From an optimization exercise on the open Yosys and OpenROAD flow, aimed at a short achievable clock period and few clock cycles per item; shortcuts taken in it are not production practice. In this exercise RTL edits were held to simulation tests only and were not proved equivalent to the original. Power and IR drop assume default switching activity.

[flow/config.mk]
export PLATFORM = sky130hd
export DESIGN_NAME = mem_arbiter_n
export DESIGN_NICKNAME = mem_arbiter_n
export VERILOG_FILES = /design/flow/design.v
export SDC_FILE = /design/flow/constraint.sdc
export NUM_CORES = 4
export LEC_CHECK = 0
export CAP_MARGIN = 20
export CORE_AREA = 10 10 570 570
export DIE_AREA = 0 0 580 580
export SLEW_MARGIN = 20
[flow/design.v]
module mem_arbiter_n #(
  parameter int NUM_CH  = 4,
  parameter int ADDR_W  = 32,
  parameter int LINE_W  = 256,
  parameter int BURST_W = 64
) (
  input  logic                       clk,
  input  logic                       reset_n,
  input  logic [NUM_CH-1:0]          ch_read_i,
  input  logic [NUM_CH-1:0]          ch_write_i,
  input  logic [NUM_CH*ADDR_W-1:0]   ch_addr_i,
  input  logic [NUM_CH*LINE_W-1:0]   ch_wline_i,
  output logic [LINE_W-1:0]          ch_rline_o,
  output logic [NUM_CH-1:0]          ch_resp_o,
  output logic                       stall_o,
  input  logic                       resp_i,
  input  logic [BURST_W-1:0]         burst_i,
  output logic [BURST_W-1:0]         burst_o,
  output logic [ADDR_W-1:0]          address_o,
  output logic                       read_o,
  output logic                       write_o
);
  localparam int BEATS = LINE_W / BURST_W;
  localparam int CNT_W = $clog2(BEATS);
  localparam int CH_W  = (NUM_CH > 1) ? $clog2(NUM_CH) : 1;
  localparam int OFF_W = $clog2(LINE_W / 8);
  localparam int LA_W  = ADDR_W - OFF_W;
  localparam logic [CNT_W-1:0] CNT_LAST = CNT_W'(BEATS - 1);
  logic [NUM_CH-1:0] req;
  assign req = ch_read_i | ch_write_i;
  logic [NUM_CH-1:0] granted_q, req_q, wr_q;
  logic [NUM_CH-1:0] resp_q;           
  logic              resp_any_q;       
  assign stall_o = (|req) & ~resp_any_q;
  logic              sel_v_q;
  logic [CH_W-1:0]   sel_ch_q;
  logic [NUM_CH-1:0] elig;
  logic              elig_any;
  logic [CH_W-1:0]   choice;
  logic              can_choose, do_choose;
  logic [1:0]        v_q;
  logic              wp_q, rp_q;
  logic [LA_W-1:0]   s_addr_q [2];
  logic [LINE_W-1:0] s_line_q [2];
  logic              s_wr_q   [2];
  logic [CH_W-1:0]   s_ch_q   [2];
  assign elig       = req_q & ~granted_q;
  assign elig_any   = |elig;
  assign can_choose = !v_q[0] && !v_q[1] || !sel_v_q && !(v_q[0] && v_q[1]);
  assign do_choose  = can_choose && elig_any;
  logic [CH_W-1:0] rr_ptr_q;
  int              cand;
  always_comb begin
    choice = '0;
    cand   = 0;
    for (int i = NUM_CH - 1; i >= 0; i--) begin
      cand = int'(rr_ptr_q) + i;
      if (cand >= NUM_CH) cand = cand - NUM_CH;
      if (elig[cand[CH_W-1:0]]) choice = cand[CH_W-1:0];
    end
  end
  always_ff @(posedge clk or negedge reset_n) begin
    if (!reset_n) begin
      rr_ptr_q <= '0;
    end else if (do_choose) begin
      rr_ptr_q <= (int'(choice) == NUM_CH - 1) ? '0 : choice + 1'b1;
    end
  end
  always_ff @(posedge clk or negedge reset_n) begin
    if (!reset_n) begin
      granted_q <= '0;
      req_q     <= '0;
      wr_q      <= '0;
      sel_v_q   <= 1'b0;
      sel_ch_q  <= '0;
    end else begin
      req_q   <= req & ~granted_q;
      wr_q    <= ch_write_i;
      sel_v_q <= do_choose;
      if (do_choose) sel_ch_q <= choice;
      for (int c = 0; c < NUM_CH; c++) begin
        if (do_choose && choice == CH_W'(c)) granted_q[c] <= 1'b1;
        else if (resp_q[c])                  granted_q[c] <= 1'b0;
      end
    end
  end
  always_ff @(posedge clk) begin
    for (int s = 0; s < 2; s++) begin
      if (sel_v_q && wp_q == s[0]) begin
        s_addr_q[s] <= ch_addr_i[int'(sel_ch_q)*ADDR_W + OFF_W +: LA_W];
        s_line_q[s] <= ch_wline_i[int'(sel_ch_q)*LINE_W +: LINE_W];
        s_wr_q[s]   <= wr_q[sel_ch_q];
        s_ch_q[s]   <= sel_ch_q;
      end
    end
  end
  logic              act_q;
  logic [CNT_W-1:0]  cnt_q;
  logic [LA_W-1:0]   addr_q;
  logic [BURST_W-1:0] beat_q;
  logic              last_q;
  assign last_q    = (cnt_q == CNT_LAST);
  assign address_o = {addr_q, {OFF_W{1'b0}}};
  assign burst_o   = beat_q;
  logic              h_act, h_rd, h_wr, h_rp, t_act, t_rd, t_wr, t_rp;
  logic [CNT_W-1:0]  h_cnt, t_cnt;
  logic [LA_W-1:0]   h_addr, t_addr;
  logic [BURST_W-1:0] h_beat, t_beat;
  logic [1:0]        t_v_clr;
  always_comb begin
    h_act  = act_q;
    h_rd   = read_o;
    h_wr   = write_o;
    h_rp   = rp_q;
    h_cnt  = cnt_q;
    h_addr = addr_q;
    h_beat = beat_q;
    if (!act_q && v_q[rp_q]) begin
      h_act  = 1'b1;
      h_rd   = !s_wr_q[rp_q];
      h_wr   = s_wr_q[rp_q];
      h_cnt  = '0;
      h_addr = s_addr_q[rp_q];
      h_beat = s_line_q[rp_q][BURST_W-1:0];
    end
  end
  always_comb begin
    t_act   = h_act;
    t_rd    = h_rd;
    t_wr    = h_wr;
    t_rp    = h_rp;
    t_cnt   = h_cnt;
    t_addr  = h_addr;
    t_beat  = h_beat;
    t_v_clr = '0;
    if (act_q) begin
      if (last_q) begin
        t_v_clr[rp_q] = 1'b1;
        t_rp   = !rp_q;
        t_act  = v_q[!rp_q];
        t_rd   = v_q[!rp_q] && !s_wr_q[!rp_q];
        t_wr   = v_q[!rp_q] && s_wr_q[!rp_q];
        t_cnt  = '0;
        t_addr = s_addr_q[!rp_q];
        t_beat = s_line_q[!rp_q][BURST_W-1:0];
      end else begin
        t_cnt  = cnt_q + 1'b1;
        t_beat = s_line_q[rp_q][int'(cnt_q + 1'b1)*BURST_W +: BURST_W];
      end
    end
  end
  always_ff @(posedge clk or negedge reset_n) begin
    if (!reset_n) begin
      act_q   <= 1'b0;
      read_o  <= 1'b0;
      write_o <= 1'b0;
      rp_q    <= 1'b0;
      wp_q    <= 1'b0;
      cnt_q   <= '0;
      v_q     <= '0;
    end else begin
      act_q   <= resp_i ? t_act : h_act;
      read_o  <= resp_i ? t_rd  : h_rd;
      write_o <= resp_i ? t_wr  : h_wr;
      rp_q    <= resp_i ? t_rp  : h_rp;
      cnt_q   <= resp_i ? t_cnt : h_cnt;
      if (sel_v_q) wp_q <= !wp_q;
      for (int s = 0; s < 2; s++) begin
        if (sel_v_q && wp_q == s[0])       v_q[s] <= 1'b1;
        else if (resp_i && t_v_clr[s])     v_q[s] <= 1'b0;
      end
    end
  end
  always_ff @(posedge clk) begin
    addr_q <= resp_i ? t_addr : h_addr;
    beat_q <= resp_i ? t_beat : h_beat;
  end
  logic               st_v_q, st_last_q;
  logic [BURST_W-1:0] st_d_q;
  logic [CH_W-1:0]    st_ch_q;
  logic [LINE_W-1:0]  rline_q;
  assign ch_rline_o = rline_q;
  assign ch_resp_o  = resp_q;
  always_ff @(posedge clk or negedge reset_n) begin
    if (!reset_n) begin
      st_v_q     <= 1'b0;
      st_last_q  <= 1'b0;
      resp_q     <= '0;
      resp_any_q <= 1'b0;
    end else begin
      st_v_q     <= resp_i && act_q;
      st_last_q  <= resp_i && act_q && last_q;
      resp_q     <= st_last_q ? (NUM_CH'(1) << st_ch_q) : '0;
      resp_any_q <= st_last_q;
    end
  end
  always_ff @(posedge clk) begin
    st_d_q  <= write_o ? beat_q : burst_i;
    st_ch_q <= s_ch_q[rp_q];
    if (st_v_q) rline_q <= {st_d_q, rline_q[LINE_W-1:BURST_W]};
  end
endmodule
[flow/constraint.sdc]
create_clock -name core_clock -period 4.5 [get_ports {clk}]
set_input_delay 0.9000 -clock core_clock [delete_from_list [all_inputs] [get_ports {clk}]]
set_output_delay 0.9000 -clock core_clock [all_outputs]
set_load 0.01 [all_outputs]
[flow/run.sh]
#!/bin/bash
# synth_recipe.tcl (not shown) runs the flow's synth.tcl, then flattens the netlist and writes it again
# the make line also repeats each setting of config.mk as NAME=value (left out here)
make -C /OpenROAD-flow-scripts/flow DESIGN_CONFIG=/design/flow/config.mk WORK_HOME=/design/flow/orfs CLKGATE_MAP_FILE= SYNTH_SCRIPT=/design/flow/synth_recipe.tcl finish
==> results.tsv <==
metric	value	unit
synthDistinctLibCells	44	
fin_cells	8293	
worstPathCellList	clkdlybuf4s50_1, nor2_1, a41oi_1, clkdlybuf4s50_1	
post_cts_buffers	0	
cts.hold.buffers_added	0	
syn2layout_area_growth	58.0	%
path_buf_inv	2	
synth_common_cells	edfxtp_1, mux4_2, dfxtp_1	
min_period_over_period	76.5	%
grt_pass1_wl	398	mm
reg2reg_slack	1.13	ns
syn_inst	2337	
crit_fanout	2	
outcome	no timing/DRC/antenna violations	
power.density	611	nW/um^2
hold_violations	0	
dp_slack	1.08	ns
fillers	32600	
r2r-end	beat_q[25]	
post_cts_resized	0	
initial_core_util	13.9	%
mappedNetlistArea	43500	sq um
netlist_top_cells_area	edfxtp_1, mux4_2, dfxtp_1	
coreArea	312000	sq um
ys_warn_count	5	
grt_overflow	0	
endpoint_kind	output port	
path_common_cell	clkdlybuf4s50_1	
avgSynthCellArea	18.6	sq um
hpwl	279	mm
place_area	64500	sq um
grt_use_total	18.3	%
cpPeakStageDelay	0.64	ns
clock-root-buffer	clkbuf_16	
first_iter_violations	3650	
synth.top_cell.area_share	57.1	%
crit_arrival	2.54	ns
cts_tree	built	
grt_max_degree	109	
leakage	22.2	nW
synth-async-reset-ratio	3.24	%
grt_pass1_vias	32700	
htreeDepth	3	
crit_path_end	stall_o	
cpMaxStageDelayCell	clkdlybuf4s50_1	
yosys_register_bits	1018	
finalMaxSlewViolations	0	
critical_path_cell_count	4	
wl	325	mm
ant_nets	0	
min_path_type	input port to asynchronous set/reset pin	
ys_seq_area_share	66.2	%
period_needed	3.44	ns
wl_per_cell	39.2	um
crit_type	input port to output port	
cpLargestDelayFamily	buffers and inverters	
io_pins	1586	
num_rows	205	
vias_per_cell	4.04	
cts_made_buffers	121	
fin_skew	0.0612	ns
cp-start-kind	input port	
fin_tns_setup	0	ns
vias	33500	
rr_startpoint	rp_q	
fin_area	68800	sq um
die_h	580	um
drc	0	
rsz0062_at_grt	no	
tightest_slew	1.15	ns
placed_cells	7943	
setup_viol	0	
cts_buffer_depth	4	
die_x	580	um
synth.most_common_cell	edfxtp_1	
max-cap-violations	0	
cts.sinks	1018	
insertion_delay	0.85	ns
cp-startpoint	ch_write_i[3]	
drive_above_1_share	19.3	%
synth_edf_count	828	
cp_data_required_time	3.60	ns
ir_drop	412	uV
synth-main-ff-cell	edfxtp_1	
fmax	0.290	GHz
clk_pin_slew	0.06	ns
antenna_found_initial	380	
gp_congestion	1.00	
rr_worst_depth	6	
setup_slack	1.06	ns
synth_top_area_cell	edfxtp_1	
dieArea	336000	sq um
nets	5154	
first_pass_iters	5	
slew_headroom	23.3	%
port_buffers	1560	
## sequential cells by signal (all words and copies together) (netlist names), 2 cells and up
name,count
s_addr_q,54
st_d_q,64
wr_q,4
cnt_q,2
s_ch_q,4
s_wr_q,2
beat_q,64
addr_q,27
st_ch_q,2
sel_ch_q,2
req_q,4
v_q,2
rr_ptr_q,2
rline_q,256
granted_q,4
s_line_q,512
resp_q,4
## cells in the final DEF, fill, tap and decap left out, drive strengths merged, types with 3 or more instances in the layout
master         Yosys  layout
a211o             63      63
nor2              81      81
o22ai             59      59
clkdlybuf4s50      0    1559
edfxtp           828     828
a221oi            64      64
mux2             131     131
nand2b             5       5
dfrtp             33      33
clkbuf           104     164
nand2             12      12
nor3               3       3
nor2b              5       5
buf               85      92
inv                9      19
mux4             348     348
clkinvlp           0       5
diode              0     128
clkinv             0      39
a21oi             98      98
dfxtp            157     157
conb               1       5
mux2i            129     129
o22a              27      27
o21ai             68      68
a211oi             3       3
bufinv             0       4
## stage by stage
| stage | util [%] | hold slack [ns] | power (mW) |
|---|---|---|---|
| 3_5_place_dp | 20.7 | 0.389 | 32.8 |
| 6_report | 22.0 | 0.130 | 42.0 |
| 5_1_grt | 22.0 | 0.128 | 43.8 |
| 4_1_cts | 21.9 | 0.0523 | 42.6 |
| 3_3_place_gp | 20.7 | 0.386 | 32.5 |
| 2_1_floorplan | - | 0.386 | 23.2 |
## per-layer routing
layer  part of all wire (%)  track usage [%]  up-vias
met5                   0.37                0        -
met4                    3.5             6.37      184
met3                     13             9.70      691
met2                     45             28.7     2270
met1                     38             21.4    17100
li1                       -                -    13200
## how the worst min path moves through the flow
stage / start / endpoint / slack, ns / cells past startpoint
6_report: reset_n / wr_q[3] / 0.13 / 1
3_5_place_dp: st_d_q[2] / rline_q[194] / 0.39 / 0
4_1_cts: reset_n / req_q[0] / 0.05 / 1
2_1_floorplan: st_d_q[0] / rline_q[192] / 0.39 / 0
5_1_grt: reset_n / wr_q[3] / 0.13 / 1
3_3_place_gp: st_d_q[48] / rline_q[240] / 0.39 / 0
## worst reg2reg max path, cell delays in order, from the launching register on
cell and delay [ns]:
dfrtp_4 0.91, buf_4 0.69, buf_4 0.41, mux2_2 0.38
a221oi_1 0.54, a211o_1 0.18, o21ai_0 0.09
## cells by family (layout without fill, tap and decap cells)
logic type | after synthesis | count (layout) | share of synthesized area [%]
buf+inv | 198 | 1882 | 2.05
flops | 1018 | 1018 | 66.2
simple gates | 114 | 114 | 1.11
xor+xnor | 3 | 3 | 0.0604
compound gates | 393 | 393 | 6.14
fa+ha+maj | 2 | 2 | 0.0517
other cells | 1 | 133 | 0.00861
mux | 608 | 608 | 24.4
## layout make-up
class | instances | area (sq um) | area share, %
clock buffers | 164 | 3430 | 4.98
flip-flops and latches | 1018 | 28900 | 42.0
multi-input cells | 1125 | 13900 | 20.3
diodes | 128 | 320 | 0.466
well taps | 4140 | 5180 | 7.53
clock inverters | 58 | 475 | 0.691
inverters | 9 | 38.8 | 0.0564
repair buffers | 1651 | 16600 | 24.1
## power by group
group | internal (mW) | switching, mW | total (mW)
logic | 7.60 | 8.94 | 16.5
clock network | 5.58 | 4.09 | 9.67
registers | 13.7 | 2.15 | 15.8
Testbench counts, summed over its fixed seeds: cycles 7,169, items 1,536.

## separate check: timing with driven ports
In the flow no input, the clock included, has a driving cell. The finished layout below was timed again as built, in two steps. Step 1 assumes that a clkbuf_16 drives the clock port and a buf_2 every other input. Step 2 also shifts input and output timing later by t, the mid clock arrival at the registers, as if the neighbouring blocks saw the same clock. Slacks: no drivers / after step 1 / after step 2; pairs: no drivers / after step 1.
t (ns): 0.907
setup WS [ns]: 1.056 / 0.955 / 0.955
clock arrival spread, ns: 0.077 / 0.077
pins driven straight from the clock port: 1
After both steps setup and hold are still met in this run. The setup slack of this run moves by -0.101 ns with the drivers and by -0.101 ns with both steps.
